From an optimization exercise on the open Yosys and OpenROAD flow, aimed at small area, a short achievable clock period and few clock cycles; shortcuts taken in it are not production practice.
In this exercise RTL edits were held to simulation tests only and were not proved equivalent to the original.
The clock input has no modelled driver; a real chip could not lean on it and would need a root buffer or a full tree.
Power is estimated from default activity; no workload was simulated.

==> flow/design.v <==
module phase_synthesizer #(
  parameter int ADDR_WIDTH  = 11,
  parameter int PHASE_WIDTH = 24,
  parameter int MAG_WIDTH   = 16,
  parameter int RATIO_WIDTH = 16,
  parameter int RATIO_FRAC  = 12
) (
  input  logic                   clock,
  input  logic                   reset,
  input  logic [PHASE_WIDTH-1:0] phase,
  input  logic [PHASE_WIDTH-1:0] phase_last,
  input  logic                   phases_valid,
  input  logic [ADDR_WIDTH-1:0]  k_max,
  input  logic [MAG_WIDTH-1:0]   magnitude,
  input  logic [RATIO_WIDTH-1:0] pitch_ratio,
  output logic [47:0]            m_tdata,
  output logic                   m_tvalid,
  input  logic                   m_tready,
  output logic                   m_tlast,
  output logic [15:0]            m_tuser,
  output logic                   busy,
  output logic [7:0]             dropped_count
);
  logic [23:0] ph_q, pl_q;       
  logic [10:0] k_q;              
  logic [15:0] r_q, mag_q;
  logic [23:0] sn_acc_q;         
  logic [14:0] ms_q;             
  logic [15:0] mc_q;             
  logic        bw_q, ac_q;       
  logic [5:0]  cyc_q;            
  logic        x_q, p_q;         
  logic        clr_q, op_q;      
  logic        nphase_q, negd_q, accv_q;
  logic        busy_q, tvalid_q, tlast_q;
  logic        cap_q;            
  logic        hit_a_q, hit_b_q, nph_a_q, nph_b_q, nph_c_q;
  logic [10:0] tu_q;
  logic [7:0]  drop_q;
  logic c_rdy;
  assign c_rdy = cyc_q == 6'd61;
  logic dsum, dbor;
  assign dsum = ph_q[0] ^ ~pl_q[0] ^ bw_q;
  assign dbor = (ph_q[0] & ~pl_q[0]) | (ph_q[0] & bw_q) | (~pl_q[0] & bw_q);
  logic        x_d;
  logic [15:0] sin, cin, fsum, fcar;
  logic        vnz;
  assign x_d = busy_q ? (((cyc_q < 6'd10) & k_q[1]) | (~nphase_q & (cyc_q >= 6'd23) & (cyc_q < 6'd59) & ph_q[1]))
                      : (phases_valid & k_max[0]);
  always_comb begin
    for (int j = 0; j < 16; j++) begin
      sin[j] = (j < 15) ? ms_q[j] : 1'b0;
      cin[j] = mc_q[j];
      if (j < 3 && clr_q) begin
        sin[j] = 1'b0;
        cin[j] = 1'b0;
      end
      {fcar[j], fsum[j]} = {1'b0, sin[j]} + {1'b0, cin[j]} + {1'b0, r_q[j] & x_q};
    end
  end
  assign vnz = |{ms_q[2:0], mc_q[2:0]};
  logic aa, ab, asum, acar;
  assign aa   = accv_q & ~(sn_acc_q[0] ^ negd_q);
  assign ab   = p_q & ~nphase_q;
  assign asum = aa ^ ab ^ ac_q;
  assign acar = (aa & ab) | (aa & ac_q) | (ab & ac_q);
  logic [10:0] tn;
  logic        hitn, phitn, fin, adv, load, negstart, updend;
  assign tn      = tu_q + 11'd1;
  assign hitn    = (~tn[10] & (tn[9:0] == k_q[9:0])) | (tu_q[10] & (tu_q[9:0] == ~k_q[9:0]));
  assign phitn   = hitn & ~tlast_q;
  assign fin     = tvalid_q & m_tready & tlast_q;
  assign adv     = tvalid_q ? (m_tready & ~tlast_q) : (busy_q & (~tlast_q | (cyc_q >= 6'd26)));
  assign load    = adv & ~(phitn & ~c_rdy);
  assign negstart = tvalid_q & m_tready & ~nph_a_q & ~tu_q[10];
  assign updend  = op_q & (cyc_q == 6'd60) & ~nphase_q;
  always_ff @(posedge clock or posedge reset) begin
    if (reset) cap_q <= 1'b1;
    else if (cap_q) cap_q <= ~phases_valid;
    else if (fin) cap_q <= 1'b1;
  end
  always_ff @(posedge clock) begin
    if (cap_q) begin
      ph_q    <= phase;
      pl_q    <= phase_last;
      k_q     <= k_max;
      r_q     <= pitch_ratio;
      mag_q   <= magnitude;
      bw_q    <= 1'b1;
      cyc_q   <= '0;
      nphase_q <= 1'b0;
      tu_q    <= '1;
      tlast_q <= 1'b1;
    end else begin
      ph_q <= {(cyc_q >= 6'd24) ? ph_q[23] : dsum, ph_q[23:1]};
      pl_q <= {1'b0, pl_q[23:1]};
      bw_q <= dbor;
      if (cyc_q <= 6'd23) k_q <= {p_q, k_q[10:1]};
      else begin
        k_q[9:0] <= k_q[9:0] | {10{k_q[10]}};
        if (clr_q) k_q[10] <= k_q[10] | p_q | vnz;
      end
      if (negstart) cyc_q <= 6'd35;
      else if (!c_rdy) cyc_q <= cyc_q + 6'd1;
      if (negstart) nphase_q <= 1'b1;
      if (load) begin
        tu_q    <= tn;
        tlast_q <= &tn;
      end
    end
    p_q   <= fsum[0];
    clr_q <= busy_q & (cyc_q == 6'd23);
    op_q  <= busy_q & (cyc_q >= 6'd36) & (cyc_q <= 6'd59);
    if (op_q) sn_acc_q <= {~asum, sn_acc_q[23:1]};
    ac_q <= op_q ? acar : negd_q;
  end
  always_ff @(posedge clock) begin
    hit_a_q <= (load & hitn) | (~load & tvalid_q & hit_a_q);
    hit_b_q <= (load & hitn) | (~load & ~cap_q & hit_b_q);
    nph_a_q <= (load & ~phitn) | (~load & (~tvalid_q | nph_a_q));
    nph_b_q <= (load & ~phitn) | (~load & (cap_q | nph_b_q));
    nph_c_q <= (load & ~phitn) | (~load & (fin | nph_c_q));
  end
  always_ff @(posedge clock or posedge reset) begin
    if (reset) begin
      ms_q <= '0;
      mc_q <= '0;
    end else begin
      ms_q <= fsum[15:1];
      mc_q <= fcar;
    end
  end
  always_ff @(posedge clock or posedge reset) begin
    if (reset) begin
      busy_q   <= 1'b0;
      x_q      <= 1'b0;
      tvalid_q <= 1'b0;
      drop_q   <= '0;
      accv_q   <= 1'b0;
      negd_q   <= 1'b0;
    end else begin
      if (phases_valid && busy_q && (drop_q != 8'hFF)) drop_q <= drop_q + 8'd1;
      x_q <= x_d;
      if (!busy_q) busy_q <= phases_valid;
      else if (fin) busy_q <= 1'b0;
      if (fin) tvalid_q <= 1'b0;
      else if (adv) tvalid_q <= load;
      if (updend) accv_q <= 1'b1;
      if (negstart) negd_q <= 1'b1;
      else if (updend) negd_q <= 1'b0;
    end
  end
  assign m_tdata       = {8'h00, mag_q[15:8] & {8{hit_b_q}}, mag_q[7:0] & {8{hit_a_q}},
                          ~(sn_acc_q[23:16] | {8{nph_c_q}}), ~(sn_acc_q[15:8] | {8{nph_b_q}}),
                          ~(sn_acc_q[7:0] | {8{nph_a_q}})};
  assign m_tvalid      = tvalid_q;
  assign m_tlast       = tlast_q;
  assign m_tuser       = {5'h00, tu_q};
  assign busy          = busy_q;
  assign dropped_count = drop_q;
endmodule
export LEC_CHECK = 0
export CAP_MARGIN = 20
export CORE_MARGIN = 2
export CORE_UTILIZATION = 50
export SETUP_SLACK_MARGIN = 4.6
export SLEW_MARGIN = 20
export TNS_END_PERCENT = 0
create_clock -name core_clock -period 7.0 [get_ports {clock}]
standard.sh (not shown) runs the stock make flow with config.mk's settings and CLKGATE_MAP_FILE= SYNTH_SCRIPT=/design/flow/synth_recipe.tcl, a recipe that flattens the netlist after the stock synthesis.
==> flow/flow/run.sh <==
#!/bin/bash
set -euo pipefail
here=$(pwd)
export BUFFER_PORTS_ARGS="-buffer_cell sky130_fd_sc_hd__buf_1"
export SKIP_REPAIR_TIE_FANOUT=1
export PRE_CTS_TCL="$here/flow/pre_cts.tcl"
bash standard.sh finish > standard_make.log 2>&1
Other scripts of this flow, unchanged in this note and not shown: flow/flow/mycts.tcl, flow/flow/pre_cts.tcl
The starting point finished with timing, DRC and antenna clean.
Testbench counts at the start, summed over its fixed seeds: cycles 50,150.
==> next run, changes <==
SETUP_SLACK_MARGIN = 4.5   (was 4.6)
TNS_END_PERCENT = default   (was 0)
The changed run finished with timing, DRC and antenna clean.
Final cell count rose by 0.31%.
Register-to-register slack degrades by 0.04 ns.
Setup slack gets better by 0.019 ns.
Die area does not change.
Cell area is about the same.
Synthesized area stays the same.
==> next run, changes <==
CORE_UTILIZATION = 60   (was 50)
SETUP_SLACK_MARGIN = 4.75   (was 4.5)
TNS_END_PERCENT = 0   (was default)
The changed run completed without violations; routed wire length fell by 1.8%; design area is about the same; synthesized area is unchanged; sequential power hardly moves; worst hold slack gains 0.0038 ns; via count rose by 0.39%; critical path depth decreases by 7; worst setup slack is better by 0.0041 ns; fmax hardly moves.
In every run of this note, the design's own scripts or RTL, not TritonCTS, make the clock network.

[static timing again, ports no longer ideal]
Ports are ideal in the flow. The routed layouts listed here were re-timed in OpenROAD.
Step 1, drivers: a clkbuf_16 drives clock and a buf_2 each remaining input, both assumed.
Step 2 also shifts input and output timing later by t, the mid clock arrival at the registers, as if the neighbouring blocks saw the same clock.
a / b / c = ideal / step 1 / step 2; a / b = the first two.
run	shift t [ns]	setup slack, ns	worst setup path after step 2	slew at the worst register clock pin (ns)
the first run	0.363	4.546 / 4.474 / 4.367	input to register	0.10 / 0.10
the second run	0.360	4.565 / 4.510 / 4.367	input to register	0.09 / 0.09
the third run	0.355	4.569 / 4.501 / 4.389	input to register	0.09 / 0.09
After both steps every run listed still meets setup and hold. The setup slack of the second run, which loses most, moves by -0.055 ns with the drivers and by -0.198 ns with both steps.
